Source: an optimization exercise on an open RTL-to-GDS flow (aim: small area, a short achievable clock period and few clock cycles). Production flows keep margins and buffers that such runs may drop.
The RTL was checked by simulation tests, not by an equivalence proof against the original design.
Power is estimated from default activity; no workload was simulated.

`config.mk`:
```
export PLATFORM = sky130hd
export DESIGN_NAME = histTop
export DESIGN_NICKNAME = histTop
export VERILOG_FILES = /design/flow/design.v
export SDC_FILE = /design/flow/constraint.sdc
export NUM_CORES = 4
export LEC_CHECK = 0
export CAP_MARGIN = 0
export CORE_MARGIN = 2
export CORE_UTILIZATION = 40
export CTS_CLUSTER_DIAMETER = 100
export CTS_CLUSTER_SIZE = 25
export PLACE_DENSITY = 0.7
export SETUP_SLACK_MARGIN = 2.0
export SLEW_MARGIN = 0
```
`constraint.sdc`:
```
create_clock -name core_clock -period 4.2 [get_ports {clk}]
set_input_delay 0.8400 -clock core_clock [delete_from_list [all_inputs] [get_ports {clk}]]
set_output_delay 0.8400 -clock core_clock [all_outputs]
set_load 0.01 [all_outputs]
```
`design.v`:
```
package histPkg;
    localparam int BIN_WIDTH = 6;
    localparam int COUNT_WIDTH = 8;
    localparam int HITS_PER_FRAME = 200;
endpackage
module histGeq #(
    parameter int W = 14
) (
    input  logic [W-1:0] a,
    input  logic [W-1:0] b,
    output logic         ge
);
    localparam int LEVELS = $clog2(W);
    localparam int N = 2 ** LEVELS;
    logic [N-1:0] gt [LEVELS+1];
    logic [N-1:0] eq [LEVELS+1];
    for (genvar i = 0; i < N; i++) begin : gLeaf
        if (i < W) begin : gBit
            assign gt[0][i] = a[i] & ~b[i];
            assign eq[0][i] = ~(a[i] ^ b[i]);
        end else begin : gPad
            assign gt[0][i] = 1'b0;
            assign eq[0][i] = 1'b1;
        end
    end
    for (genvar l = 0; l < LEVELS; l++) begin : gLevel
        for (genvar j = 0; j < N; j++) begin : gNode
            if (j < (N >> (l + 1))) begin : gUsed
                assign gt[l+1][j] = gt[l][2*j+1] | (eq[l][2*j+1] & gt[l][2*j]);
                assign eq[l+1][j] = eq[l][2*j+1] & eq[l][2*j];
            end else begin : gUnused
                assign gt[l+1][j] = 1'b0;
                assign eq[l+1][j] = 1'b0;
            end
        end
    end
    assign ge = gt[LEVELS][0] | eq[LEVELS][0];
endmodule
module histTop #(
    parameter int BIN_WIDTH = histPkg::BIN_WIDTH,
    parameter int COUNT_WIDTH = histPkg::COUNT_WIDTH,
    parameter int HITS_PER_FRAME = histPkg::HITS_PER_FRAME
) (
    input  logic                   clk,
    input  logic                   res,
    input  logic                   start,
    input  logic                   hitValid,
    input  logic [BIN_WIDTH-1:0]   hitBin,
    output logic                   busy,
    output logic                   collecting,
    output logic                   peakValid,
    output logic [BIN_WIDTH-1:0]   peakBin,
    output logic [COUNT_WIDTH-1:0] peakCount
);
    localparam int BINS = 2 ** BIN_WIDTH;
    localparam int HIT_COUNT_WIDTH = $clog2(HITS_PER_FRAME + 1);
    function automatic logic [7:0] lfsrNext(input logic [7:0] x);
        lfsrNext = {x[6:0], ~(x[7] ^ x[5] ^ x[4] ^ x[3])};
    endfunction
    function automatic logic [7:0] lfsrAfter(input int n);
        lfsrAfter = '0;
        for (int i = 0; i < n; i++) begin
            lfsrAfter = lfsrNext(lfsrAfter);
        end
    endfunction
    localparam logic [7:0] LAST_HIT = lfsrAfter(HITS_PER_FRAME - 1);
    localparam int LO_WIDTH = 5;
    localparam int HI_WIDTH = COUNT_WIDTH - LO_WIDTH;
    localparam int SLOTS = HITS_PER_FRAME / (2 ** LO_WIDTH);
    logic startAcc;
    logic hitAccept;
    logic lastHit;
    logic [7:0] hitCount;
    logic clr;
    localparam int LO_SEL = BIN_WIDTH / 2;
    localparam int HI_SEL = BIN_WIDTH - LO_SEL;
    logic                 v1;
    logic                 last1;
    logic [BIN_WIDTH-1:0] bin1;
    logic [2**LO_SEL-1:0] selLo1;
    logic [2**HI_SEL-1:0] selHi1;
    logic                   v2;
    logic                   last2;
    logic [BIN_WIDTH-1:0]   bin2;
    logic [LO_WIDTH-1:0]    lo2;
    logic [HI_WIDTH-1:0]    hi2;
    logic [SLOTS-1:0]       match2;
    logic                   hasSlot2;
    logic                   binLeA2;
    logic                   binLeB2;
    logic                   updPrev;
    logic                   same1;
    logic [COUNT_WIDTH-1:0] maxCnt;
    logic [COUNT_WIDTH-1:0] maxCntM1;
    logic [BIN_WIDTH-1:0]   maxBinN;
    logic [LO_WIDTH-1:0]    lo [BINS];
    logic [SLOTS-1:0]       slotUsed;
    logic [BIN_WIDTH-1:0]   slotBin [SLOTS];
    logic [HI_WIDTH-1:0]    slotHi [SLOTS];
    logic [SLOTS-1:0]       match1;
    logic [HI_WIDTH-1:0]    hi1;
    logic [LO_WIDTH-1:0]    lo1;
    logic [COUNT_WIDTH-1:0] oldCnt;
    logic [COUNT_WIDTH-1:0] newCnt;
    logic [COUNT_WIDTH-1:0] cnt2;
    logic [SLOTS-1:0]       oldSlot;
    logic                   hasSlot;
    logic                   carry;
    logic [SLOTS-1:0]       freeSlot;
    logic [SLOTS-1:0]       slotWr;
    logic [LO_WIDTH-1:0]    loData;
    logic                   upd;
    logic                   done;
    function automatic logic [COUNT_WIDTH-1:0] incr(input logic [COUNT_WIDTH-1:0] x);
        logic c;
        c = 1'b1;
        for (int i = 0; i < COUNT_WIDTH; i++) begin
            incr[i] = x[i] ^ c;
            c = c & x[i];
        end
    endfunction
    logic binLe;
    assign startAcc = start && !busy;
    assign hitAccept = hitValid && collecting;
    assign lastHit = hitAccept && (hitCount == LAST_HIT);
    always_ff @(posedge clk or negedge res) begin
        if (!res) begin
            busy <= 1'b0;
            collecting <= 1'b0;
            peakValid <= 1'b0;
            peakBin <= '0;
            peakCount <= '0;
            v1 <= 1'b0;
            last1 <= 1'b0;
            v2 <= 1'b0;
            last2 <= 1'b0;
        end else begin
            v1 <= hitAccept;
            last1 <= lastHit;
            v2 <= v1;
            last2 <= last1;
            peakValid <= done;
            if (startAcc) begin
                busy <= 1'b1;
            end else if (done) begin
                busy <= 1'b0;
            end
            if (startAcc) begin
                collecting <= 1'b1;
            end else if (lastHit) begin
                collecting <= 1'b0;
            end
            if (done) begin
                peakBin <= upd ? bin2 : ~maxBinN;
                peakCount <= upd ? newCnt : maxCnt;
            end
        end
    end
    always_comb begin
        hi1 = '0;
        for (int s = 0; s < SLOTS; s++) begin
            match1[s] = slotUsed[s] && (slotBin[s] == bin1);
            if (match1[s]) begin
                hi1 = hi1 | slotHi[s];
            end
        end
    end
    always_ff @(posedge clk) begin
        clr <= startAcc;
        if (startAcc) begin
            hitCount <= '0;
        end else if (hitAccept) begin
            hitCount <= lfsrNext(hitCount);
        end
    end
    always_comb begin
        logic [LO_WIDTH-1:0] part;
        lo1 = '0;
        for (int h = 0; h < 2 ** HI_SEL; h++) begin
            part = '0;
            for (int l = 0; l < 2 ** LO_SEL; l++) begin
                part = part | ({LO_WIDTH{selLo1[l]}} & lo[h * (2 ** LO_SEL) + l]);
            end
            lo1 = lo1 | ({LO_WIDTH{selHi1[h]}} & part);
        end
    end
    always_ff @(posedge clk) begin
        bin1 <= hitBin;
        for (int l = 0; l < 2 ** LO_SEL; l++) begin
            selLo1[l] <= (hitBin[LO_SEL-1:0] == LO_SEL'(l));
        end
        for (int h = 0; h < 2 ** HI_SEL; h++) begin
            selHi1[h] <= (hitBin[BIN_WIDTH-1:LO_SEL] == HI_SEL'(h));
        end
        bin2 <= bin1;
        {hi2, lo2} <= same1 ? newCnt : {hi1, lo1};
        binLeA2 <= (bin1 <= ~maxBinN);
        binLeB2 <= (bin1 <= bin2);
        updPrev <= upd;
        match2 <= match1;
        hasSlot2 <= |match1;
    end
    assign same1 = v2 && (bin2 == bin1);
    assign cnt2 = {hi2, lo2};
    assign oldCnt = cnt2;
    assign oldSlot = match2;
    assign newCnt = incr(cnt2);
    assign hasSlot = hasSlot2;
    assign carry = &lo2;
    assign freeSlot = slotUsed ^ {slotUsed[SLOTS-2:0], 1'b1};
    assign slotWr = (v2 && carry) ? (hasSlot ? oldSlot : freeSlot) : '0;
    assign binLe = updPrev ? binLeB2 : binLeA2;
    assign upd = v2 && ((cnt2 == maxCnt) || ((cnt2 == maxCntM1) && binLe));
    assign done = v2 && last2;
    assign loData = clr ? '0 : newCnt[LO_WIDTH-1:0];
    always_ff @(posedge clk) begin
        if (clr) begin
            maxCnt <= COUNT_WIDTH'(1);
            maxCntM1 <= '0;
            maxBinN <= '0;
        end else if (upd) begin
            maxCnt <= newCnt;
            maxCntM1 <= oldCnt;
            maxBinN <= ~bin2;
        end
    end
    always_ff @(posedge clk) begin
        if (clr) begin
            slotUsed <= '0;
        end else if (v2 && carry && !hasSlot) begin
            slotUsed <= {slotUsed[SLOTS-2:0], 1'b1};
        end
    end
    for (genvar s = 0; s < SLOTS; s++) begin : gSlot
        localparam int HW = $clog2((HITS_PER_FRAME - s * (2 ** LO_WIDTH)) / (2 ** LO_WIDTH) + 1);
        always_ff @(posedge clk) begin
            if (slotWr[s]) begin
                slotBin[s] <= bin2;
            end
        end
        if (HW < HI_WIDTH) begin : gNarrow
            logic [HW-1:0] hiQ;
            always_ff @(posedge clk) begin
                if (slotWr[s]) begin
                    hiQ <= newCnt[LO_WIDTH +: HW];
                end
            end
            assign slotHi[s] = HI_WIDTH'(hiQ);
        end else begin : gFull
            always_ff @(posedge clk) begin
                if (slotWr[s]) begin
                    slotHi[s] <= newCnt[COUNT_WIDTH-1:LO_WIDTH];
                end
            end
        end
    end
    for (genvar b = 0; b < BINS; b++) begin : gBin
        always_ff @(posedge clk) begin
            if (clr || (v2 && (bin2 == BIN_WIDTH'(b)))) begin
                lo[b] <= loData;
            end
        end
    end
endmodule
```
`run.sh`:
```
#!/bin/bash
# synth_recipe.tcl (not shown) runs the flow's synth.tcl, then flattens the netlist and writes it again
# the make line also repeats each setting of config.mk as NAME=value (left out here)
make -C /OpenROAD-flow-scripts/flow DESIGN_CONFIG=/design/flow/config.mk WORK_HOME=/design/flow/orfs CLKGATE_MAP_FILE= SYNTH_SCRIPT=/design/flow/synth_recipe.tcl finish
```
==> run_results.csv, run 1 <==
group,metric,value,unit
cells_and_area,multi_input_area,4750,µm²
power,p_leak,6.81,nW
yosys,synth-edff-count,370,
yosys,seq_area_frac_synth,73.2,%
global_route,grt-ovfl-total,0,
route,wl_per_cell,24.0,µm
floorplan,start_util,40.3,%
cells_and_area,final_layout_size_suffix_gt1_share,8.84,%
critical_path,cp_max_fo,32,
timing,skew,43.9,ps
timing,fin_crit_sh,53.3,%
timing,maxSlewHeadroom,28.7,%
job,drv_cap,0,
cts,htree_levels,1,
critical_path,crit_required,4440,ps
power,power_density,541,nW/µm²
critical_path,crit_path_start,"lo2[0]$_DFF_P_",
floorplan,num_rows,78,
floorplan,core,45100,µm²
cells_and_area,n_antenna_cell,0,
yosys,yosysUniqueCellTypes,51,
power,ir_worst_vdd,0.336,mV
global_route,grt_max_degree,102,
yosys,postSynthAreaPerCell,14.9,µm²
cells_and_area,final-seq-area,13300,µm²
yosys,synthesis.area,18200,µm²
route,num_vias,10880,
floorplan,die_y,217,µm
timing,rsz0062_at_grt,"true",
cts,cts-hold-fix-buffers,0,
critical_path,reg2reg_from,"lo2[0]$_DFF_P_",
yosys,synth_nets,1248,
cells_and_area,finalNetCount,1256,
floorplan,fp.dieW,217,µm
placed_design,place.gp.congestion,0.849,
timing,drv_slew,0,
yosys,synth_warnings,7,
min_path,min_path_type,"flip-flop to flip-flop",
cells_and_area,fin_util,44.3,%
yosys,syn_inst,1220,
run_status,outcome,"finished clean",
timing,hold_viol_final,0,
route,drc,0,
global_route,grt_pass1_wl,65600,µm
critical_path,worstSetupPathType,"flip-flop to flip-flop",
cells_and_area,fill_cells,3934,
min_path,hp-start,"last1$_DFF_PN0_",
cts,clockBufferDepth,3,
route,antenna_left,0,
timing,max_slew.worst_pin.slew,1070,ps
cells_and_area,area_growth,10.0,%
cts,cts_made_buffers,22,
power,finalPower,0.0108,W
global_route,grtUsageTotal,18.2,%
placed_design,place.port_buffers,26,
cts,clkLatencyLatePin,580,ps
cts,tritoncts,"yes",
timing,layout_setup_ws,1960,ps
route,vias_per_cell,5.90,
placed_design,hpwl,27200,µm
cts,cts.clk_slew.worst_paths,100,ps
critical_path,startpoint_type,"flip-flop",
yosys,synthArstFlopShare,4.43,%
route,drt_first_pass_iters,5,
global_route,antenna_found_initial,0,
floorplan,fp.dieArea,47100,µm²
timing,max_freq,447,MHz
yosys,ys_ff_latch,474,
route,wl,44200,µm
cts,cts.sinks,474,
global_route,grt_pass1_vias,10629,
yosys,yosys_most_used_dff,"edfxtp_1",
floorplan,ios,27,
timing,period_minus_slack,2240,ps
critical_path,endpoint_kind,"flip-flop",
route,first_iter_violations,1242,
timing,hold_ws,356,ps
timing,tns,0,ps
placed_design,dp_slack,1470,ps
critical_path,crit_arrival,2480,ps
cts,root_buffer,"clkbuf_16",
timing,setup_violations,0,
[cell usage in the layout, fill, tap and decap left out, types with 10 or more instances in the layout]
cell           count
a21oi_1           42
ha_1              16
xor2_1            25
clkbuf_1          16
edfxtp_1         370
o21bai_1          13
nand2_1           55
nand4_1           53
nor2_1            36
dfrtp_1           21
dlygate4sd2_1     17
clkbuf_16         22
xnor2_1           34
inv_1             10
a31oi_1           10
nor3_1            16
nand3_1           13
buf_4             16
dfxtp_2           10
dfxtp_1           72
a22oi_1          182
a21o_1            48
[critical path: stages, from the launching register on]
cell     delay [ps]
dfxtp_2         390
ha_1            240
ha_1            190
ha_1            410
nor2b_4         690
[synth_stat cells, types with 9 or more instances]
library cell	count	area, µm²
nand2_1	55	206
a31oi_1	10	62.6
clkbuf_1	57	214
a21o_1	48	360
ha_1	18	225
dfxtp_1	83	1660
nor2_1	45	169
xor2_1	26	228
o21bai_1	21	158
nor3_1	20	100
nand4_1	53	332
a21oi_1	46	230
dfrtp_1	21	526
a22oi_1	182	1370
inv_1	9	33.8
nand3_1	14	70.1
edfxtp_1	370	11100
xnor2_1	34	298
[final timing paths]
kind                                            end  slack [ps]  depth (start not counted)
max                             lo[18][3]$_DFFE_PP_        1960                          4
min                                 last2$_DFF_PN0_         360                          0
max reg2reg                     lo[18][3]$_DFFE_PP_        1960                          4
min reg2reg                         last2$_DFF_PN0_         360                          0
max in group asynchronous    collecting$_DFFE_PN0P_        2800                          1
min in group asynchronous  peakCount[5]$_DFFE_PN0P_         820                          1
[stage by stage]
| stage | cells | cell area, µm² |
|---|---|---|
| 2_1_floorplan | 1220 | 18200 |
| 3_3_place_gp | 1788 | 19000 |
| 3_5_place_dp | 1788 | 19000 |
| 4_1_cts | 1835 | 19700 |
| 5_1_grt | 1844 | 20000 |
| 6_report | 1844 | 20000 |
[sequential cells by signal, indices dropped and copies added, names as in the netlist, 3 cells and up]
| signal | count |
|---|---|
| hitCount | 8 |
| bin1 | 6 |
| selHi1 | 8 |
| peakBin | 6 |
| maxCnt | 8 |
| peakCount | 8 |
| bin2 | 6 |
| hi2 | 3 |
| slotUsed | 6 |
| gSlot.gNarrow.hiQ | 5 |
| slotHi | 9 |
| selLo1 | 8 |
| lo2 | 5 |
| slotBin | 36 |
| match2 | 6 |
| lo | 320 |
| maxBinN | 6 |
| maxCntM1 | 8 |
[cells by family after synthesis]
kind of cell	share of synthesized area, %
flip-flops	73.2
multiplexers	0.0551
adder cells (fa/ha/maj)	1.24
AND/OR/NAND/NOR	7.46
buffers and inverters	1.97
XOR/XNOR	2.98
AO/OA/AOI/OAI	13.1
[area by class of cell]
type,count,area share [%]
well taps,600,3.76
multi-input cells,670,23.7
repair buffers,49,2.49
inverters,11,0.225
flip-flops and latches,474,66.6
clock inverters,2,0.100
clock buffers,38,3.06
[what timing repair did]
item,4_1_cts,5_1_grt
gates cloned,4,2
endpoints found under the setup margin,446,363
pin swaps,0,1
gates resized for setup,36,28
hold endpoints to repair,0,0
buffers inserted,3,7
[layer usage]
| layer | vias to the layer above | GRT usage [%] | part of all wire (%) |
|---|---|---|---|
| met5 | - | 0 | 0 |
| met4 | 0 | 6.12 | 3.2 |
| met3 | 91 | 3.65 | 8.8 |
| met2 | 515 | 29.8 | 48 |
| met1 | 5473 | 24.2 | 40 |
| li1 | 4801 | - | - |
[power breakdown]
group / switching [W] / internal [W]
Sequential: 0.000379 / 0.00616
Clock: 0.00141 / 0.00101
Combinational: 0.00121 / 0.000651
Testbench counts, summed over its fixed seeds: cycles 55,492.
==> run 2: changes to the inputs <==
--- a/config.mk
+++ b/config.mk
@@ -11,5 +11,4 @@
 export CTS_CLUSTER_DIAMETER = 100
 export CTS_CLUSTER_SIZE = 25
-export PLACE_DENSITY = 0.7
-export SETUP_SLACK_MARGIN = 2.0
+export SETUP_SLACK_MARGIN = 1.9
 export SLEW_MARGIN = 0
==> run 2 against run 1 <==
Against the previous run: cell area decreased by 0.39%; global-route usage increased by 1.3 points; synthesized cell count is the same; setup slack got worse by 9.9 ps; critical path depth unchanged; flip-flop and latch count stayed put; still clean on timing, DRC and antenna; highest routed layer unchanged; sequential share of layout area up 0.25 points; sequential power about the same; utilization fell by 0.17 points; count of clock-buffer cells in the layout stayed put.
==> run_results.csv, run 2 <==
group,metric,value,unit
critical_path,rr_worst_depth,4,
route,wl,46900,µm
cts,clockBufferDepth,3,
placed_design,place.gp.congestion,0.846,
floorplan,start_util,40.3,%
global_route,use_met2,31.7,%
critical_path,cp_max_fo,16,
cells_and_area,area_growth,9.61,%
floorplan,die_y,217,µm
route,drc,0,
global_route,grt_pass1_wl,68500,µm
yosys,synth-edff-count,370,
yosys,synthesis.area,18200,µm²
critical_path,endpoint_kind,"flip-flop",
placed_design,hpwl,27700,µm
cells_and_area,reg_top3,"lo: 320 flops, slotBin: 36 flops, slotHi: 9 flops",
yosys,synth_top_area_cell,"edfxtp_1",
timing,drv_slew,0,
cts,root_buffer,"clkbuf_16",
critical_path,crit_arrival,2520,ps
global_route,antenna_found_initial,1,
cells_and_area,top_register,"lo",
yosys,synthArstFlopShare,4.43,%
global_route,grt_util_met1,27.2,%
global_route,grt-ovfl-total,0,
min_path,min_path_type,"flip-flop to flip-flop",
yosys,ys_ff_latch,474,
timing,period_minus_slack,2250,ps
placed_design,place.port_buffers,26,
critical_path,timing.rr.end,"lo[4][3]$_DFFE_PP_",
cells_and_area,n_antenna_cell,0,
global_route,busiest_layer,"met2",
yosys,syn_inst,1220,
timing,rsz0062_at_grt,"true",
critical_path,startpoint_type,"flip-flop",
route,wl_per_cell,25.4,µm
yosys,seq_area_frac_synth,73.2,%
timing,tns,0,ps
timing,max_slew.worst_pin.slew,1010,ps
critical_path,worstSetupPathType,"flip-flop to flip-flop",
route,vias_per_cell,5.87,
floorplan,fp.dieW,217,µm
cells_and_area,final_common_cell,"edfxtp_1",
cts,htree_levels,1,
route,drt_first_pass_iters,5,
floorplan,ios,27,
cts,clkLatencyLatePin,590,ps
power,p_leak,6.80,nW
global_route,grtUsageTotal,19.4,%
cells_and_area,finalNetCount,1257,
cts,cts_made_buffers,22,
cts,cts.clk_slew.worst_paths,100,ps
cells_and_area,final_cell_mix,"edfxtp_1, a22oi_1, dfxtp_1",
min_path,holdPathStages,0,
yosys,yosysMostFrequentCell,"edfxtp_1",
yosys,yosys_most_used_dff,"edfxtp_1",
timing,hold_ws,371,ps
min_path,hold_end,"last2$_DFF_PN0_",
global_route,grt_max_degree,104,
timing,skew,38.4,ps
cells_and_area,final_layout_size_suffix_gt1_share,7.72,%
global_route,met3_usage,3.05,%
yosys,netlist_top_cells_count,"edfxtp_1, a22oi_1, dfxtp_1, clkbuf_1, nand2_1",
global_route,grt_pass1_vias,10460,
yosys,yosysUniqueCellTypes,51,
timing,fin_crit_sh,53.5,%
timing,setup_violations,0,
power,power_density,542,nW/µm²
timing,max_freq,445,MHz
critical_path,crit_required,4470,ps
cells_and_area,fill_cells,4057,
min_path,hp-start,"last1$_DFF_PN0_",
cts,cts-hold-fix-buffers,0,
yosys,synth_nets,1248,
floorplan,core,45100,µm²
route,num_vias,10825,
floorplan,num_rows,78,
floorplan,fp.dieArea,47100,µm²
run_status,outcome,"finished clean",
timing,hold_viol_final,0,
cts,cts.sinks,474,
job,drv_cap,0,
timing,maxSlewHeadroom,31.9,%
cts,tritoncts,"yes",
power,ir_worst_vdd,0.319,mV
critical_path,reg2reg_from,"bin2[1]$_DFF_P_",
critical_path,r2r_slack,1950,ps
route,first_iter_violations,1324,
yosys,synth_top_area_share,61.2,%
yosys,synth_warnings,7,
yosys,postSynthAreaPerCell,14.9,µm²
yosys,synth_area_leaders,"edfxtp_1, dfxtp_1, a22oi_1",
cells_and_area,largest_reg_flops,320,
route,antenna_left,0,
## run 2: repair_timing
item / 4_1_cts / 5_1_grt
buffers inserted: 1 / 5
endpoints found under the setup margin: 416 / 373
gates cloned: 6 / 3
resized for setup: 34 / 18
## run 2: cell type report
class,count,area (µm²),area share (%)
inverters,11,45.0,0.226
repair buffers,47,437,2.19
clock inverters,1,16.3,0.0817
clock buffers,38,611,3.07
well taps,600,751,3.77
flip-flops and latches,474,13300,66.9
multi-input cells,673,4740,23.8
## run 2: cells by family (layout without fill, tap and decap cells)
| kind of cell | count (synthesis) | after routing | synth area share, % |
|---|---|---|---|
| compound gates | 336 | 336 | 13.1 |
| xor+xnor | 61 | 61 | 2.98 |
| fa+ha+maj | 18 | 18 | 1.24 |
| buf+inv | 82 | 97 | 1.97 |
| flops | 474 | 474 | 73.2 |
| mux | 1 | 1 | 0.0551 |
| simple gates | 248 | 257 | 7.46 |
## run 2: worst max-delay path, stage by stage, from the launching register on
cell	delay (ps)
dfxtp_2	450
inv_1	230
nand2_1	120
nor3_1	800
a21o_1	360
## run 2: worst max path at each step
stage	startpoint	endpoint	slack (ps)	depth (start not counted)
final	bin2[1]$_DFF_P_	lo[4][3]$_DFFE_PP_	1950	4
after global routing	bin2[2]$_DFF_P_	lo[13][0]$_DFFE_PP_	1870	3
after CTS	lo2[0]$_DFF_P_	lo[31][2]$_DFFE_PP_	1730	3
after detailed placement	lo2[0]$_DFF_P_	lo[50][4]$_DFFE_PP_	1390	5
after global placement	lo2[0]$_DFF_P_	lo[52][4]$_DFFE_PP_	1480	5
after floorplan	lo2[1]$_DFF_P_	lo[0][4]$_DFFE_PP_	1670	5
## run 2: per-stage QoR
stage,instance area [µm²],utilization (%),setup slack (ps),std cells,power (W)
2_1_floorplan,18200,-,1670,1220,0.00758
3_3_place_gp,19000,42.2,1480,1790,0.00829
3_5_place_dp,19000,42.2,1390,1790,0.00835
4_1_cts,19700,43.8,1730,1836,0.0108
5_1_grt,19900,44.2,1870,1844,0.0112
6_report,19900,44.2,1950,1844,0.0108
## run 2: where the power goes
part	switching, W	leakage [nW]	internal [W]	total, W
Clock	0.00141	0.297	0.00101	0.00241
Sequential	0.000364	4.32	0.00616	0.00652
Combinational	0.00123	2.18	0.000618	0.00185
Total	0.00300	6.80	0.00778	0.0108
## run 2: routing by layer
metal | wire length (µm) | share of wire [%]
met1 | 20200 | 43
met2 | 22300 | 48
met3 | 3280 | 7.0
met4 | 1140 | 2.4
met5 | 0 | 0
==> run 3: changes to the inputs <==
--- a/design.v
+++ b/design.v
@@ -85,6 +85,7 @@
     logic [LO_WIDTH-1:0]    lo2;
     logic [HI_WIDTH-1:0]    hi2;
-    logic [SLOTS-1:0]       match2;
+    logic [SLOTS-1:0]       wrSel2;
     logic                   hasSlot2;
+    logic [2**HI_SEL-1:0]   selHi2;
     logic                   binLeA2;
     logic                   binLeB2;
@@ -104,8 +105,8 @@
     logic [COUNT_WIDTH-1:0] newCnt;
     logic [COUNT_WIDTH-1:0] cnt2;
-    logic [SLOTS-1:0]       oldSlot;
     logic                   hasSlot;
     logic                   carry;
     logic [SLOTS-1:0]       freeSlot;
+    logic [SLOTS-1:0]       freeNext;
     logic [SLOTS-1:0]       slotWr;
     logic [LO_WIDTH-1:0]    loData;
@@ -198,16 +199,17 @@
         binLeB2 <= (bin1 <= bin2);
         updPrev <= upd;
-        match2 <= match1;
+        wrSel2 <= v1 ? ((|match1) ? match1 : freeNext) : '0;
         hasSlot2 <= |match1;
+        selHi2 <= v1 ? selHi1 : '0;
     end
     assign same1 = v2 && (bin2 == bin1);
     assign cnt2 = {hi2, lo2};
     assign oldCnt = cnt2;
-    assign oldSlot = match2;
     assign newCnt = incr(cnt2);
     assign hasSlot = hasSlot2;
     assign carry = &lo2;
     assign freeSlot = slotUsed ^ {slotUsed[SLOTS-2:0], 1'b1};
-    assign slotWr = (v2 && carry) ? (hasSlot ? oldSlot : freeSlot) : '0;
+    assign freeNext = (v2 && carry && !hasSlot) ? {freeSlot[SLOTS-2:0], 1'b0} : freeSlot;
+    assign slotWr = carry ? wrSel2 : '0;
     assign binLe = updPrev ? binLeB2 : binLeA2;
     assign upd = v2 && ((cnt2 == maxCnt) || ((cnt2 == maxCntM1) && binLe));
@@ -257,5 +259,5 @@
     for (genvar b = 0; b < BINS; b++) begin : gBin
         always_ff @(posedge clk) begin
-            if (clr || (v2 && (bin2 == BIN_WIDTH'(b)))) begin
+            if (clr || (selHi2[b / (2 ** LO_SEL)] && (bin2[LO_SEL-1:0] == LO_SEL'(b % (2 ** LO_SEL))))) begin
                 lo[b] <= loData;
             end
--- a/config.mk
+++ b/config.mk
@@ -11,4 +11,4 @@
 export CTS_CLUSTER_DIAMETER = 100
 export CTS_CLUSTER_SIZE = 25
-export SETUP_SLACK_MARGIN = 1.9
+export SETUP_SLACK_MARGIN = 2.0
 export SLEW_MARGIN = 0
==> run 3 against run 2 <==
Against the previous run: still clean on timing, DRC and antenna; sequential share of layout area is 0.37 points lower; fmax is 5.5% higher; via count is 0.76% lower; die area is 1.0% higher; flip-flop and latch count is 8 higher; sequential power is 1% higher; global-route usage is 0.65 points lower; critical path type unchanged; largest cell class unchanged.
==> run_results.csv, run 3 <==
group,metric,value,unit
timing,tns,0,ps
yosys,yosysUniqueCellTypes,51,
yosys,syn_inst,1218,
timing,period_minus_slack,2130,ps
min_path,min_path_type,"flip-flop to flip-flop",
floorplan,ios,27,
route,wl_per_cell,24.4,µm
cts,clkLatencyLatePin,570,ps
timing,drv_slew,0,
timing,hold_ws,360,ps
placed_design,hpwl,26000,µm
yosys,synth_warnings,7,
cells_and_area,final_layout_size_suffix_gt1_share,8.36,%
timing,layout_setup_ws,2070,ps
yosys,postSynthAreaPerCell,15.1,µm²
global_route,grt_max_degree,65,
timing,max_freq,469,MHz
yosys,synth_area_leaders,"edfxtp_1, dfxtp_1, a22oi_1",
route,first_iter_violations,1133,
yosys,synthesis.area,18300,µm²
cts,cts_made_buffers,23,
job,drv_cap,0,
timing,skew,20.2,ps
route,wl,45300,µm
cells_and_area,top_register,"lo",
floorplan,fp.dieW,218,µm
placed_design,dp_slack,1370,ps
yosys,netlist_top_cells_count,"edfxtp_1, a22oi_1, dfxtp_1, a21o_1, nand2_1",
yosys,synth_top_area_cell,"edfxtp_1",
power,ir_worst_vdd,0.393,mV
route,drc,0,
yosys,synth-edff-count,370,
timing,maxSlewHeadroom,30.6,%
floorplan,fp.dieArea,47600,µm²
global_route,grt_pass1_vias,10531,
floorplan,die_y,218,µm
cts,htree_levels,1,
cells_and_area,largest_reg_flops,320,
yosys,yosys_most_used_dff,"edfxtp_1",
power,finalPower,0.0110,W
timing,fin_crit_sh,50.7,%
critical_path,crit_required,4640,ps
placed_design,place.gp.congestion,0.786,
cells_and_area,final_cell_mix,"edfxtp_1, a22oi_1, dfxtp_1",
floorplan,start_util,40.5,%
power,p_leak,7.18,nW
yosys,synth_top_area_share,60.6,%
floorplan,core,45300,µm²
global_route,antenna_found_initial,0,
cts,tritoncts,"yes",
timing,max_slew.worst_pin.slew,1040,ps
power,power_density,542,nW/µm²
cts,clockBufferDepth,3,
route,num_vias,10743,
cts,cts.sinks,482,
run_status,outcome,"finished clean",
timing,setup_violations,0,
critical_path,cp_max_fo,4,
global_route,grt_pass1_wl,67000,µm
critical_path,worstSetupPathType,"flip-flop to flip-flop",
timing,rsz0062_at_grt,"false",
yosys,ys_ff_latch,482,
timing,hold_viol_final,0,
floorplan,num_rows,78,
placed_design,place.port_buffers,26,
cts,cts.clk_slew.worst_paths,110,ps
route,antenna_left,0,
yosys,yosysMostFrequentCell,"edfxtp_1",
critical_path,startpoint_type,"flip-flop",
critical_path,endpoint_kind,"flip-flop",
critical_path,crit_arrival,2570,ps
cells_and_area,area_growth,10.4,%
yosys,synth_nets,1246,
cells_and_area,finalNetCount,1267,
cts,root_buffer,"clkbuf_16",
route,drt_first_pass_iters,7,
cells_and_area,reg_top3,"lo: 320 flops, slotBin: 36 flops, slotHi: 9 flops",
cells_and_area,final_common_cell,"edfxtp_1",
yosys,synthArstFlopShare,4.36,%
global_route,grtUsageTotal,18.8,%
global_route,grt-ovfl-total,0,
yosys,seq_area_frac_synth,73.3,%
critical_path,r2r_slack,2070,ps
route,vias_per_cell,5.78,
-- run 3: cell types whose count changed in the layout (fill, tap and decap cells not counted), sizes merged, moves of 7 or more --
cell	previous run	this run
a21o	48	68
a21oi	46	29
and2	1	14
buf	21	33
dfxtp	83	91
mux2i	1	11
nor2	45	38
nor3	21	11
o21bai	21	1
-- run 3: kinds of logic after synthesis --
logic type	share of synthesized area [%]
compound gates	12.8
xor+xnor	2.95
fa+ha+maj	1.23
buf+inv	1.97
flops	73.3
mux	0.600
simple gates	7.13
-- run 3: path summary, 6_finish.rpt --
check | start | end | depth (start not counted)
setup / recovery | lo2[1]$_DFF_P_ | peakCount[7]$_DFFE_PN0P_ | 9
hold / removal | last1$_DFF_PN0_ | last2$_DFF_PN0_ | 0
setup reg to reg | lo2[1]$_DFF_P_ | peakCount[7]$_DFFE_PN0P_ | 9
hold reg to reg | last1$_DFF_PN0_ | last2$_DFF_PN0_ | 0
max in group asynchronous | res | peakCount[7]$_DFFE_PN0P_ | 1
min in group asynchronous | res | peakBin[5]$_DFFE_PN0P_ | 1
-- run 3: layout make-up --
cell class | count | area (µm²)
multi-input cells | 661 | 4760
flip-flops and latches | 482 | 13500
inverters | 12 | 45.0
diodes | 2 | 5.00
fillers | 4004 | 25000
clock buffers | 40 | 649
repair buffers | 59 | 552
clock inverters | 2 | 25.0
well taps | 600 | 751
-- run 3: timing repair --
action / CTS / global route
hold buffers: 0 / 0
endpoints found under the setup margin: 330 / 56
gates resized for setup: 38 / 15
pin swaps: 1 / 2
gates cloned: 7 / 2
setup buffers: 13 / 3
-- run 3: layer usage --
layer,vias up,global-route usage (%),routed length (µm)
met5,-,0,0
met4,0,3.74,858
met3,61,2.63,2930
met2,379,31.1,21500
met1,5479,26.6,20100
li1,4824,-,-
-- run 3: through the flow --
step | utilization (%) | instances | instance area (µm²)
6_report | 44.8 | 1858 | 20300
5_1_grt | 44.7 | 1856 | 20300
4_1_cts | 44.5 | 1851 | 20200
3_5_place_dp | 42.4 | 1789 | 19200
3_3_place_gp | 42.4 | 1789 | 19200
2_1_floorplan | - | 1218 | 18400
-- run 3: critical path: stages (launching register included) --
cell and delay (ps):
dfxtp_1 370, ha_1 220, ha_1 190, ha_1 180, ha_1 180, ha_1 210, ha_4 170, xor2_2 140
o21ba_2 280, o31ai_2 60
-- run 3: where the power goes --
| group | internal, W | leakage (nW) | total (W) | switching [W] |
|---|---|---|---|---|
| Sequential | 0.00624 | 4.40 | 0.00661 | 0.000367 |
| Clock | 0.00108 | 0.321 | 0.00254 | 0.00146 |
| Combinational | 0.000638 | 2.46 | 0.00184 | 0.00120 |
Testbench counts of run 3, summed over its fixed seeds: cycles 55,492.
==> run 4: changes to the inputs <==
--- a/config.mk
+++ b/config.mk
@@ -11,4 +11,4 @@
 export CTS_CLUSTER_DIAMETER = 100
 export CTS_CLUSTER_SIZE = 25
-export SETUP_SLACK_MARGIN = 2.0
+export SETUP_SLACK_MARGIN = 2.1
 export SLEW_MARGIN = 0
==> run 4 against run 3 <==
Against the previous run: highest routed layer unchanged; setup slack better by 41 ps; global-route usage increased by 0.050 points; power rose by 0.55%; largest power group unchanged; routed wire length is 0.42% higher; still clean on timing, DRC and antenna.
==> run_results.csv, run 4 <==
group,metric,value,unit
timing,skew,24.9,ps
power,combPwrFrac,17.1,%
yosys,synth_nets,1246,
cts,cts-hold-fix-buffers,0,
critical_path,path_cells,"buf_4 -> a22oi_1 -> nand4_1 -> a22oi_1 -> and4_1 -> mux2i_1",
power,p_leak,7.14,nW
yosys,synthArstFlopShare,4.36,%
route,drc,0,
timing,tns,0,ps
critical_path,cp_top_family,"compound AO/OA/AOI/OAI gates",
yosys,synth-edff-count,370,
power,p_sw,0.00306,W
yosys,yosys_most_used_dff,"edfxtp_1",
yosys,postSynthAreaPerCell,15.1,µm²
yosys,ys_ff_latch,482,
floorplan,ios,27,
floorplan,fp.dieW,218,µm
job,drv_cap,0,
yosys,syn_inst,1218,
yosys,yosysUniqueCellTypes,51,
placed_design,place.port_buffers,26,
cts,htree_levels,1,
timing,fin_crit_sh,49.7,%
cells_and_area,final_layout_size_suffix_gt1_share,9.78,%
yosys,synth-compound-area-share,12.8,%
global_route,grt_pass1_wl,67400,µm
cells_and_area,largest_reg_flops,320,
cells_and_area,final_common_cell,"edfxtp_1",
yosys,synthMuxAreaShare,0.600,%
timing,layout_setup_ws,2110,ps
floorplan,fp.dieArea,47600,µm²
critical_path,r2r_slack,2110,ps
placed_design,place.gp.congestion,0.799,
critical_path,path_common_cell,"a22oi_1",
power,swShare,27.7,%
global_route,grt_pass1_vias,10551,
floorplan,core,45300,µm²
critical_path,timing.rr.end,"lo2[0]$_DFF_P_",
yosys,synth_warnings,7,
yosys,synth_area_leaders,"edfxtp_1, dfxtp_1, a22oi_1",
timing,drv_slew,0,
placed_design,hpwl,26600,µm
cells_and_area,top_register,"lo",
timing,maxSlewHeadroom,31.1,%
floorplan,start_util,40.5,%
power,p_clk_share,23.0,%
cells_and_area,multi_input_area,4800,µm²
yosys,synthSimpleGateAreaFrac,7.13,%
cts,cts.sinks,482,
cts,clockBufferDepth,3,
yosys,synthXorXnorAreaFrac,2.95,%
power,finalPower,0.0110,W
floorplan,num_rows,78,
yosys,synthesis.area,18300,µm²
timing,rsz0062_at_grt,"true",
global_route,grt_max_degree,65,
timing,hold_ws,359,ps
timing,max_slew.worst_pin.slew,1030,ps
cells_and_area,fill_cells,4071,
yosys,synth_top_area_share,60.6,%
run_status,outcome,"finished clean",
placed_design,dp_slack,1460,ps
power,power_frac_seq,60.0,%
route,drt_first_pass_iters,5,
cells_and_area,reg_top3,"lo: 320 flops, slotBin: 36 flops, slotHi: 9 flops",
route,first_iter_violations,1186,
critical_path,endpoint_kind,"flip-flop",
power,power_density,543,nW/µm²
critical_path,crit_arrival,2540,ps
cts,tritoncts,"yes",
critical_path,crit_required,4650,ps
cts,cts_made_buffers,23,
floorplan,die_y,218,µm
route,vias_per_cell,5.75,
min_path,hold_end,"last2$_DFF_PN0_",
global_route,grt-ovfl-total,0,
cells_and_area,final-seq-area,13500,µm²
min_path,min_path_type,"flip-flop to flip-flop",
cts,clkLatencyLatePin,580,ps
yosys,seq_area_frac_synth,73.3,%
min_path,hp-start,"last1$_DFF_PN0_",
route,antenna_left,0,
yosys,synth_top_family_by_area,"compound AO/OA/AOI/OAI gates",
power,p_int,0.00798,W
route,num_vias,10697,
cells_and_area,area_growth,10.9,%
timing,max_freq,479,MHz
timing,period_minus_slack,2090,ps
yosys,yosysMostFrequentCell,"edfxtp_1",
critical_path,cpMaxStageDelayCell,"a22oi_1",
critical_path,cp_max_fo,40,
min_path,holdPathStages,0,
critical_path,crit_buf_inv,1,
timing,setup_violations,0,
cts,cts.clk_slew.worst_paths,90,ps
critical_path,critPathMaxStageDelay,340,ps
critical_path,rr_worst_depth,6,
power,ir_worst_vdd,0.397,mV
critical_path,reg2reg_from,"selLo1[6]$_DFF_P_",
yosys,synth_top_area_cell,"edfxtp_1",
timing,hold_viol_final,0,
yosys,netlist_top_cells_count,"edfxtp_1, a22oi_1, dfxtp_1, a21o_1, nand2_1",
yosys,synthAdderAreaFrac,1.23,%
cells_and_area,final_cell_mix,"edfxtp_1, a22oi_1, dfxtp_1",
route,wl_per_cell,24.5,µm
cells_and_area,finalNetCount,1269,
critical_path,startpoint_type,"flip-flop",
critical_path,worstSetupPathType,"flip-flop to flip-flop",
global_route,grtUsageTotal,18.8,%
cts,root_buffer,"clkbuf_16",
route,wl,45500,µm
global_route,antenna_found_initial,1,
run 4: metrics by stage:
step                      util [%]  std cells  area [µm²]
after floorplan                  -       1218       18400
after global placement        42.5       1789       19200
after detailed placement      42.5       1789       19200
after CTS                     44.6       1850       20200
after global routing          44.9       1858       20300
final                         44.9       1859       20300
run 4: how the worst max path moves through the flow:
stage | from | endpoint | slack (ps) | cells after the start
floorplan | lo2[1]$_DFF_P_ | lo[0][4]$_DFFE_PP_ | 2120 | 5
global placement | lo2[0]$_DFF_P_ | lo[49][4]$_DFFE_PP_ | 1600 | 6
detailed placement | lo2[0]$_DFF_P_ | lo[55][4]$_DFFE_PP_ | 1460 | 6
CTS | bin2[0]$_DFF_P_ | lo[11][1]$_DFFE_PP_ | 1970 | 3
global route | lo2[0]$_DFF_P_ | peakCount[0]$_DFFE_PN0P_ | 2080 | 6
finish | selLo1[6]$_DFF_P_ | lo2[0]$_DFF_P_ | 2110 | 6
run 4: power groups by stage:
stage	Sequential (W)	Combinational (W)	Clock [W]
2_1_floorplan	0.00659	0.00104	0
3_3_place_gp	0.00672	0.00161	0
3_5_place_dp	0.00674	0.00167	0
4_1_cts	0.00662	0.00181	0.00259
5_1_grt	0.00670	0.00206	0.00276
6_report	0.00662	0.00189	0.00254
run 4: layout make-up:
type                       instances  share of cell area, %
multi-input combinational        659                   23.6
inverter                          12                  0.240
tap                              600                   3.69
timing repair buffer              63                   2.87
clock buffer                      40                   3.14
sequential                       482                   66.3
clock inverter                     2                  0.141
antenna                            1                 0.0123
run 4: cells by family after synthesis:
group / Yosys count
AO/OA/AOI/OAI: 325
XOR/XNOR: 61
adder cells (fa/ha/maj): 18
buffers and inverters: 84
flip-flops: 482
multiplexers: 11
AND/OR/NAND/NOR: 237
run 4: per-layer routing:
metal | share of wire, % | global-route usage, % | up-vias
li1 | - | - | 4821
met1 | 44 | 26.1 | 5480
met2 | 48 | 31.3 | 332
met3 | 6.0 | 2.64 | 64
met4 | 2.6 | 4.94 | 0
met5 | 0 | 0 | -
run 4: timing repair:
| item | 4_1_cts | 5_1_grt |
|---|---|---|
| gates cloned | 5 | 2 |
| pin swaps | 1 | 6 |
| setup buffers | 14 | 6 |
| resized for setup | 62 | 31 |
| endpoints found under the setup margin | 386 | 253 |
==> run 5: changes to the inputs <==
--- a/config.mk
+++ b/config.mk
@@ -11,4 +11,4 @@
 export CTS_CLUSTER_DIAMETER = 100
 export CTS_CLUSTER_SIZE = 25
-export SETUP_SLACK_MARGIN = 2.1
+export SETUP_SLACK_MARGIN = 2.2
 export SLEW_MARGIN = 0
==> run 5 against run 4 <==
Against the previous run: combinational power up 5%; count of clock-buffer cells in the layout fell by 1; area after synthesis unchanged; global-route usage grew 0.13 points; sequential share of layout area is 0.22 points lower; clock skew is 1.7 ps lower; setup slack gained 130 ps; cell area increased by 0.49%; still clean on timing, DRC and antenna; flip-flop and latch count stayed put; via count increased by 2.5%; register-to-register slack better by 140 ps; non-clock buffer count grew 10.
==> run_results.csv, run 5 <==
group,metric,value,unit
yosys,synth_top_family_by_area,"compound AO/OA/AOI/OAI gates",
timing,setup_violations,0,
yosys,synth_warnings,7,
route,wl,46300,µm
cells_and_area,final-seq-area,13500,µm²
placed_design,place.gp.congestion,0.810,
timing,drv_slew,0,
timing,hold_viol_final,0,
global_route,grt_max_degree,65,
yosys,yosys_most_used_dff,"edfxtp_1",
route,vias_per_cell,5.87,
cells_and_area,n_antenna_cell,0,
cts,cts.sinks,482,
power,ir_worst_vdd,0.471,mV
power,combPwrFrac,17.8,%
yosys,syn_inst,1218,
critical_path,endpoint_kind,"output port",
critical_path,cp_max_fo,2,
placed_design,hpwl,27000,µm
cts,root_buffer,"clkbuf_16",
floorplan,num_rows,78,
min_path,hp-start,"last1$_DFF_PN0_",
yosys,seq_area_frac_synth,73.3,%
power,power_frac_seq,59.6,%
timing,fin_crit_sh,46.6,%
critical_path,crit_required,3360,ps
cts,cts_made_buffers,23,
critical_path,cp_top_family,"flip-flops",
route,wl_per_cell,24.8,µm
route,num_vias,10965,
run_status,outcome,"finished clean",
timing,period_minus_slack,1960,ps
job,drv_cap,0,
floorplan,die_y,218,µm
cells_and_area,fill_cells,4015,
cts,clockBufferDepth,3,
timing,tns,0,ps
min_path,holdPathStages,0,
yosys,yosysMostFrequentCell,"edfxtp_1",
cts,clkLatencyLatePin,570,ps
route,wl_met1,19600,µm
yosys,synthAdderAreaFrac,1.23,%
cells_and_area,top_register,"lo",
yosys,synth-edff-count,370,
yosys,synthArstFlopShare,4.36,%
critical_path,crit_arrival,1120,ps
critical_path,rr_worst_depth,6,
route,first_iter_violations,1340,
route,wl_met2,21900,µm
power,swShare,28.0,%
critical_path,critPathMaxStageDelay,410,ps
yosys,synthesis.area,18300,µm²
min_path,hold_end,"last2$_DFF_PN0_",
power,p_leak,7.21,nW
cells_and_area,multi_input_area,4850,µm²
floorplan,fp.dieArea,47600,µm²
yosys,synth_area_leaders,"edfxtp_1, dfxtp_1, a22oi_1",
power,p_int,0.00801,W
global_route,antenna_found_initial,0,
route,dr_wl_met3,3660,µm
yosys,synthMuxAreaShare,0.600,%
cts,tritoncts,"yes",
critical_path,worstSetupPathType,"flip-flop to output port",
yosys,synth_top_area_share,60.6,%
global_route,grt_pass1_vias,10728,
critical_path,startpoint_type,"flip-flop",
cts,cts.clk_slew.worst_paths,90,ps
timing,max_slew.worst_pin.slew,937,ps
placed_design,place.port_buffers,26,
global_route,grtUsageTotal,19.0,%
floorplan,ios,27,
cells_and_area,final_cell_mix,"edfxtp_1, a22oi_1, dfxtp_1",
floorplan,fp.dieW,218,µm
critical_path,timing.rr.end,"lo[63][4]$_DFFE_PP_",
power,p_clk_share,22.6,%
yosys,netlist_top_cells_count,"edfxtp_1, a22oi_1, dfxtp_1, a21o_1, nand2_1",
yosys,ys_ff_latch,482,
timing,rsz0062_at_grt,"true",
critical_path,reg2reg_from,"lo2[1]$_DFF_P_",
critical_path,cpMaxStageDelayCell,"dfrtp_1",
yosys,postSynthAreaPerCell,15.1,µm²
yosys,synthSimpleGateAreaFrac,7.13,%
critical_path,path_cells,"buf_2",
yosys,synth_top_area_cell,"edfxtp_1",
cells_and_area,largest_reg_flops,320,
global_route,grt_pass1_wl,67800,µm
power,power_density,544,nW/µm²
timing,maxSlewHeadroom,37.4,%
power,p_sw,0.00311,W
yosys,yosysUniqueCellTypes,51,
floorplan,start_util,40.5,%
floorplan,core,45300,µm²
global_route,grt-ovfl-total,0,
route,drt_first_pass_iters,7,
yosys,synth_nets,1246,
route,drc,0,
cells_and_area,postLayoutCellArea,20400,µm²
cells_and_area,final_common_cell,"edfxtp_1",
route,antenna_left,0,
cells_and_area,final_layout_size_suffix_gt1_share,12.9,%
yosys,synth-compound-area-share,12.8,%
cells_and_area,reg_top3,"lo: 320 flops, slotBin: 36 flops, slotHi: 9 flops",
cts,htree_levels,1,
placed_design,place_area,19300,µm²
timing,max_freq,511,MHz
timing,skew,23.2,ps
critical_path,r2r_slack,2250,ps
cells_and_area,finalNetCount,1279,
min_path,min_path_type,"flip-flop to flip-flop",
route,dr.max_layer_used,"met4",
critical_path,crit_buf_inv,1,
cells_and_area,area_growth,11.4,%
yosys,synthXorXnorAreaFrac,2.95,%
cts,cts-hold-fix-buffers,0,
run 5: cell counts after synthesis:
Identical to the previous run, type by type.
run 5: how the worst max path moves through the flow:
stage | cells after the start | from | to
5_1_grt | 6 | lo2[0]$_DFF_P_ | peakCount[2]$_DFFE_PN0P_
4_1_cts | 6 | lo2[0]$_DFF_P_ | peakBin[1]$_DFFE_PN0P_
3_3_place_gp | 5 | lo2[0]$_DFF_P_ | maxBinN[0]$_SDFFE_PP0P_
2_1_floorplan | 5 | lo2[1]$_DFF_P_ | lo[0][4]$_DFFE_PP_
3_5_place_dp | 4 | lo2[0]$_DFF_P_ | lo[42][3]$_DFFE_PP_
6_report | 1 | peakCount[0]$_DFFE_PN0P_ | peakCount[0]
run 5: kinds of logic after synthesis:
kind of cell	count (synthesis)
compound gates	325
xor+xnor	61
fa+ha+maj	18
buf+inv	84
flops	482
mux	11
simple gates	237
run 5: power groups by stage:
stage / clock network (W) / logic [W] / registers [W]
final: 0.00252 / 0.00198 / 0.00663
after global routing: 0.00273 / 0.00214 / 0.00670
after CTS: 0.00257 / 0.00181 / 0.00663
after detailed placement: 0 / 0.00169 / 0.00674
after global placement: 0 / 0.00166 / 0.00673
after floorplan: 0 / 0.00105 / 0.00660
run 5: timing repair:
action                     CTS  global route
setup endpoints to repair  479           404
gates resized for setup    114            32
buffers inserted            16            13
pin swaps                    3             9
cloned                       6             1
run 5: layout make-up:
type | instances | share of cell area, %
flip-flops and latches | 482 | 66.1
multi-input cells | 659 | 23.7
well taps | 600 | 3.67
clock buffers | 39 | 3.11
repair buffers | 73 | 3.04
inverters | 12 | 0.220
clock inverters | 2 | 0.141
run 5: through the flow:
stage	total power [W]	utilization [%]	setup slack, ps	instances	hold WS (ps)
5_1_grt	0.0116	45.1	2120	1867	368
2_1_floorplan	0.00764	-	2200	1218	331
3_3_place_gp	0.00839	42.5	1520	1790	343
6_report	0.0111	45.1	2240	1867	360
3_5_place_dp	0.00843	42.5	1540	1790	340
4_1_cts	0.0110	44.5	2160	1853	363
run 5: layer usage:
metal	vias up	global-route usage (%)
met4	0	4.40
li1	4849	-
met2	446	31.0
met3	67	3.87
met1	5603	26.2
met5	-	0
==> run 6: changes to the inputs <==
--- a/config.mk
+++ b/config.mk
@@ -11,4 +11,4 @@
 export CTS_CLUSTER_DIAMETER = 100
 export CTS_CLUSTER_SIZE = 25
-export SETUP_SLACK_MARGIN = 2.2
+export SETUP_SLACK_MARGIN = 2.3
 export SLEW_MARGIN = 0
==> run 6 against run 5 <==
Against the previous run: utilization up 0.54 points; die area is the same; count of clock-buffer cells in the layout unchanged; flip-flop and latch count unchanged; routed wire length increased by 1.1%; fmax shrank 0.62%; critical endpoint is now peakCount[7]$_DFFE_PN0P_; largest power group unchanged.
==> run_results.csv, run 6 <==
group,metric,value,unit
yosys,synthArstFlopShare,4.36,%
cells_and_area,final_cell_mix,"edfxtp_1, a22oi_1, a21o_1",
power,ir_worst_vdd,0.356,mV
yosys,synth-edff-count,370,
yosys,seq_area_frac_synth,73.3,%
yosys,yosysUniqueCellTypes,51,
floorplan,start_util,40.5,%
timing,rsz0062_at_grt,"true",
yosys,synth_top_area_share,60.6,%
yosys,synth_nets,1246,
route,wl,46800,µm
timing,max_freq,508,MHz
route,vias_per_cell,5.80,
timing,period_minus_slack,1970,ps
floorplan,ios,27,
critical_path,crit_path_start,"lo2[1]$_DFF_P_",
route,drt_first_pass_iters,5,
route,wl_per_cell,24.9,µm
critical_path,cpMaxStageDelayCell,"dfxtp_4",
cells_and_area,final_layout_size_suffix_gt1_share,15.0,%
cts,cts.sinks,482,
cells_and_area,top_register,"lo",
power,finalPower,0.0112,W
yosys,synth_area_leaders,"edfxtp_1, dfxtp_1, a22oi_1",
placed_design,place.port_buffers,26,
yosys,syn_inst,1218,
cells_and_area,largest_reg_flops,320,
timing,maxSlewHeadroom,35.8,%
timing,tns,0,ps
cts,cts.clk_slew.worst_paths,100,ps
cells_and_area,fin_util,45.7,%
yosys,netlist_top_cells_count,"edfxtp_1, a22oi_1, dfxtp_1, a21o_1, nand2_1",
timing,fin_crit_sh,46.9,%
timing,hold_ws,381,ps
route,drc,0,
timing,max_slew.worst_pin.slew,958,ps
min_path,hp-start,"last1$_DFF_PN0_",
global_route,grt_pass1_wl,69400,µm
floorplan,die_y,218,µm
timing,hold_viol_final,0,
power,combPwrFrac,18.2,%
route,first_iter_violations,1245,
yosys,synthesis.area,18300,µm²
floorplan,fp.dieArea,47600,µm²
power,p_leak,7.31,nW
global_route,grtUsageTotal,19.6,%
route,antenna_left,0,
critical_path,endpoint_kind,"flip-flop",
cts,clkLatencyLatePin,580,ps
cells_and_area,n_antenna_cell,0,
cts,clockBufferDepth,3,
critical_path,path_common_cell,"ha_4",
global_route,antenna_found_initial,0,
floorplan,core,45300,µm²
global_route,grt_max_degree,41,
timing,drv_slew,0,
cts,tritoncts,"yes",
global_route,grt-ovfl-total,0,
cts,htree_levels,1,
yosys,synth_top_area_cell,"edfxtp_1",
critical_path,worstSetupPathType,"flip-flop to flip-flop",
cts,root_buffer,"clkbuf_16",
cells_and_area,finalNetCount,1292,
power,swShare,28.1,%
critical_path,crit_required,4670,ps
floorplan,fp.dieW,218,µm
yosys,yosys_most_used_dff,"edfxtp_1",
yosys,ys_ff_latch,482,
power,p_sw,0.00314,W
yosys,synth_warnings,7,
timing,skew,35.3,ps
min_path,min_path_type,"flip-flop to flip-flop",
cells_and_area,reg_top3,"lo: 320 flops, slotBin: 36 flops, slotHi: 9 flops",
power,p_int,0.00805,W
placed_design,hpwl,27600,µm
critical_path,cp_max_fo,3,
power,power_density,541,nW/µm²
cts,cts_made_buffers,23,
cells_and_area,final_common_cell,"edfxtp_1",
job,drv_cap,0,
timing,setup_violations,0,
power,p_clk_share,22.7,%
run_status,outcome,"finished clean",
global_route,grt_pass1_vias,10784,
critical_path,reg2reg_from,"lo2[1]$_DFF_P_",
critical_path,crit_arrival,2440,ps
yosys,postSynthAreaPerCell,15.1,µm²
critical_path,critPathMaxStageDelay,390,ps
floorplan,num_rows,78,
cells_and_area,area_growth,12.7,%
route,num_vias,10911,
power,power_frac_seq,59.1,%
critical_path,path_cells,"ha_4 -> ha_4 -> ha_4 -> ha_4 -> ha_4 -> ha_4 -> xor2_4 -> o21ba_4 -> o31ai_2",
critical_path,startpoint_type,"flip-flop",
placed_design,place.gp.congestion,0.798,
yosys,yosysMostFrequentCell,"edfxtp_1",
[run 6: cell counts after synthesis]
No cell type changed its count.
[run 6: layer usage]
metal  vias up  GRT usage [%]  share of wire, %
met1      5546           27.5                43
met2       432           31.5                47
li1       4867              -                 -
met3        66           3.56               7.8
met4         0           4.92               2.3
met5         -              0                 0
[run 6: cell type report]
type,instances,area [µm²]
multi-input combinational,658,4950
clock inverter,3,31.3
timing repair buffer,87,746
sequential,482,13500
tap,600,751
inverter,12,48.8
fill,4003,24600
clock buffer,39,636
[run 6: worst max-delay path: cells and delay by family (launching register included)]
kind / cells / cell delay (ps)
compound gates: 2 / 360
flops: 1 / 390
xor+xnor: 1 / 150
fa+ha+maj: 6 / 960
[run 6: kinds of logic after synthesis]
group | Yosys count | synth area share, %
XOR/XNOR | 61 | 2.95
AO/OA/AOI/OAI | 325 | 12.8
adder cells (fa/ha/maj) | 18 | 1.23
multiplexers | 11 | 0.600
flip-flops | 482 | 73.3
AND/OR/NAND/NOR | 237 | 7.13
buffers and inverters | 84 | 1.97
[run 6: path summary, 6_finish.rpt]
kind	to	slack, ps	cells past startpoint
max in group asynchronous	peakValid$_DFF_PN0_	2840	1
max	peakCount[7]$_DFFE_PN0P_	2230	9
min in group asynchronous	peakCount[5]$_DFFE_PN0P_	780	1
max reg2reg	peakCount[7]$_DFFE_PN0P_	2230	9
min	last2$_DFF_PN0_	380	0
min reg2reg	last2$_DFF_PN0_	380	0
[run 6: per-stage QoR]
step	std cells	cell area [µm²]	setup slack, ps
5_1_grt	1881	20700	2200
3_5_place_dp	1793	19300	1710
6_report	1881	20700	2230
2_1_floorplan	1218	18500	2230
3_3_place_gp	1793	19300	1680
4_1_cts	1868	20400	2210
[run 6: repair_timing]
| action | in CTS | in global routing |
|---|---|---|
| hold buffers | 0 | 0 |
| pin swaps | 8 | 9 |
| endpoints found under the setup margin | 710 | 197 |
| gates resized for setup | 135 | 36 |
| setup buffers | 27 | 13 |
| gates cloned | 6 | 0 |
[run 6: power by group through the flow]
stage	Clock, W	Sequential (W)	Combinational, W
global placement	0	0.00672	0.00165
global route	0.00273	0.00670	0.00220
detailed placement	0	0.00674	0.00170
floorplan	0	0.00660	0.00106
CTS	0.00261	0.00662	0.00190
finish	0.00254	0.00662	0.00203
==> run 7: changes to the inputs <==
--- a/design.v
+++ b/design.v
@@ -241,5 +241,7 @@
             end
         end
-        if (HW < HI_WIDTH) begin : gNarrow
+        if (HW == 1) begin : gOne
+            assign slotHi[s] = HI_WIDTH'(1);
+        end else if (HW < HI_WIDTH) begin : gNarrow
             logic [HW-1:0] hiQ;
             always_ff @(posedge clk) begin
--- a/config.mk
+++ b/config.mk
@@ -11,4 +11,4 @@
 export CTS_CLUSTER_DIAMETER = 100
 export CTS_CLUSTER_SIZE = 25
-export SETUP_SLACK_MARGIN = 2.3
+export SETUP_SLACK_MARGIN = 2.2
 export SLEW_MARGIN = 0
==> run 7 against run 6 <==
Against the previous run: global-route usage shrank 0.62 points; non-clock buffer count shrank 21; routed wire length shrank 3.3%; largest power group unchanged; synthesized cell count shrank 3.3%; sequential share of layout area grew 0.86 points.
==> run_results.csv, run 7 <==
group,metric,value,unit
yosys,yosys_most_used_dff,"edfxtp_1",
cells_and_area,fin_cells,1824,
yosys,synthArstFlopShare,4.37,%
power,p_leak,7.23,nW
cts,clkLatencyLatePin,590,ps
cells_and_area,reg_top3,"lo: 320 flops, slotBin: 36 flops, slotHi: 9 flops",
yosys,synth_top_area_cell,"edfxtp_1",
placed_design,place.port_buffers,26,
floorplan,fp.dieArea,47300,µm²
timing,rsz0062_at_grt,"true",
cts,htree_levels,1,
min_path,min_path_type,"flip-flop to flip-flop",
yosys,synth_nets,1206,
placed_design,dp.cells,1755,
floorplan,start_util,40.3,%
cts,clockBufferDepth,3,
yosys,synth-edff-count,369,
cells_and_area,area_growth,11.5,%
route,num_vias,10335,
timing,hold_ws,357,ps
route,drt_first_pass_iters,5,
cts,cts_made_buffers,23,
floorplan,num_rows,78,
yosys,synth_warnings,7,
critical_path,startpoint_type,"flip-flop",
route,dr.max_layer_used,"met4",
power,power_density,531,nW/µm²
route,wl_per_cell,24.8,µm
placed_design,hpwl,26000,µm
critical_path,worstSetupPathType,"flip-flop to output port",
cells_and_area,top_register,"lo",
timing,hold_viol_final,0,
route,drc,0,
timing,skew,33.8,ps
route,dr_wl_met3,3530,µm
critical_path,rr_worst_depth,3,
cells_and_area,fill_cells,3974,
cells_and_area,final_layout_size_suffix_gt1_share,12.7,%
timing,max_freq,506,MHz
critical_path,cp.depth,1,
yosys,yosysMostFrequentCell,"edfxtp_1",
timing,drv_slew,0,
global_route,grt_pass1_vias,9986,
global_route,grtUsageTotal,19.0,%
critical_path,crit_path_start,"peakCount[4]$_DFFE_PN0P_",
timing,max_slew.worst_pin.slew,929,ps
route,wl,45300,µm
cells_and_area,final_common_cell,"edfxtp_1",
yosys,yosysUniqueCellTypes,52,
route,first_iter_violations,1248,
critical_path,timing.rr.end,"lo[51][1]$_DFFE_PP_",
placed_design,place.gp.congestion,0.781,
critical_path,endpoint,"peakCount[4]",
global_route,grt-ovfl-total,0,
yosys,postSynthAreaPerCell,15.5,µm²
critical_path,path_cells,"buf_6",
floorplan,ios,27,
global_route,grt_max_degree,53,
critical_path,cp_top_family,"flip-flops",
global_route,antenna_found_initial,0,
run_status,outcome,"finished clean",
yosys,synth_top_area_share,60.8,%
critical_path,crit_arrival,1140,ps
yosys,netlist_top_cells_count,"edfxtp_1, a22oi_1, dfxtp_1, a21o_1, nand4_1",
cts,root_buffer,"clkbuf_16",
yosys,synth_area_leaders,"edfxtp_1, dfxtp_1, a22oi_1",
yosys,synthesis.area,18200,µm²
job,drv_cap,0,
cells_and_area,n_antenna_cell,0,
cells_and_area,finalNetCount,1235,
yosys,seq_area_frac_synth,73.7,%
timing,tns,0,ps
cts,tritoncts,"yes",
floorplan,die_y,217,µm
yosys,ys_ff_latch,481,
cts,cts.clk_slew.worst_paths,90,ps
critical_path,reg2reg_from,"bin2[2]$_DFF_P_",
cts,cts.sinks,481,
critical_path,cp_max_fo,2,
floorplan,fp.dieW,217,µm
critical_path,crit_buf_inv,1,
cells_and_area,final_cell_mix,"edfxtp_1, a22oi_1, dfxtp_1",
timing,maxSlewHeadroom,38.0,%
cells_and_area,largest_reg_flops,320,
route,antenna_left,0,
power,ir_worst_vdd,0.416,mV
critical_path,endpoint_kind,"output port",
yosys,syn_inst,1178,
cts,cts-hold-fix-buffers,0,
route,wl_met2,21200,µm
critical_path,r2r_slack,2240,ps
timing,fin_crit_sh,47.0,%
global_route,grt_pass1_wl,66600,µm
critical_path,cpMaxStageDelayCell,"dfrtp_1",
critical_path,crit_required,3360,ps
timing,setup_violations,0,
route,wl_met1,19800,µm
route,vias_per_cell,5.67,
timing,period_minus_slack,1980,ps
critical_path,critPathMaxStageDelay,440,ps
min_path,hp-start,"last1$_DFF_PN0_",
floorplan,core,45200,µm²
run 7: changes by cell type in the layout (fill, tap and decap cells not counted), sizes merged, moves of 9 or more:
cell / before / now
mux2i: 11 / 27
a22oi: 183 / 165
a22o: 0 / 9
a221oi: 0 / 9
nand2: 54 / 45
nand3: 12 / 2
buf: 78 / 57
nor2b: 11 / 21
a21oi: 29 / 13
run 7: repair_timing:
action                     in CTS  in global routing
setup buffers                  15                  5
setup endpoints to repair     547                139
hold endpoints to repair        0                  0
pin swaps                       3                  4
gates cloned                    5                  2
resized for setup             116                 37
run 7: final cells by class:
cell class	instances	area [µm²]	area share, %
clock buffers	39	636	3.13
clock inverters	3	30.0	0.148
inverters	12	45.0	0.222
multi-input cells	623	4840	23.8
flip-flops and latches	481	13500	66.3
well taps	600	751	3.69
repair buffers	66	557	2.74
run 7: kinds of logic after synthesis:
logic type,count (synthesis),share of synthesized area (%)
buf+inv,81,1.90
xor+xnor,60,2.88
compound gates,300,12.2
simple gates,206,6.35
mux,32,1.81
fa+ha+maj,18,1.24
flops,481,73.7
run 7: metrics by stage:
| stage | power, W | utilization (%) | instance area, µm² | setup slack, ps |
|---|---|---|---|---|
| floorplan | 0.00750 | - | 18300 | 2040 |
| global placement | 0.00815 | 42.3 | 19100 | 1640 |
| detailed placement | 0.00821 | 42.3 | 19100 | 1520 |
| CTS | 0.0108 | 44.5 | 20100 | 2080 |
| global route | 0.0112 | 45.0 | 20300 | 2170 |
| finish | 0.0108 | 45.0 | 20300 | 2220 |
run 7: worst min path at each step:
stage,slack [ps],end,cells past startpoint
2_1_floorplan,330,bin2[0]$_DFF_P_,0
3_3_place_gp,340,last2$_DFF_PN0_,0
3_5_place_dp,350,last2$_DFF_PN0_,0
4_1_cts,370,last2$_DFF_PN0_,0
5_1_grt,370,last2$_DFF_PN0_,0
6_report,360,last2$_DFF_PN0_,0
run 7: report_power, final:
part	internal (W)	switching (W)	total [W]
clock network	0.00106	0.00145	0.00251
registers	0.00619	0.000346	0.00654
logic	0.000602	0.00113	0.00173
total	0.00785	0.00293	0.0108
run 7: metal layers:
layer | vias up | GRT usage, %
li1 | 4658 | -
met1 | 5233 | 26.8
met2 | 401 | 30.9
met3 | 43 | 3.38
met4 | 0 | 3.79
met5 | - | 0
Testbench counts of run 7, summed over its fixed seeds: cycles 55,492.

==> separate check: timing with driven ports <==
How much do the figures lean on ideal ports? The routed layouts below were timed once more, with nothing changed but the port constraints. Step 1 assumes that a clkbuf_16 drives the clock port and a buf_2 every other input. Step 2 adds t to the input delays and takes it off the output delays; t is the mean of the earliest and latest rising clock arrival at the registers after step 1. Input paths then give back, and output paths get back, about the clock's delay inside the block. Slacks: ideal / step 1 / step 2; pairs: ideal / step 1.
run | t, ns | slack for setup (ns) | worst setup path after step 2 | worst data-port slew with drivers (ns)
run 1 | 0.611 | 1.962 / 1.962 / 1.962 | register to register | 0.08
run 2 | 0.619 | 1.952 / 1.952 / 1.952 | register to register | 0.05
run 3 | 0.617 | 2.069 / 2.060 / 1.941 | input to register | 0.09
run 4 | 0.627 | 2.111 / 2.099 / 1.877 | input to register | 0.12
run 5 | 0.609 | 2.243 / 2.189 / 1.953 | input to register | 0.09
run 6 | 0.625 | 2.230 / 2.197 / 1.910 | input to register | 0.08
run 7 | 0.626 | 2.224 / 2.168 / 1.964 | input to register | 0.04
After both steps setup and hold are still met in every run listed. The setup slack of run 6, which loses most, moves by -0.033 ns with the drivers and by -0.320 ns with both steps.
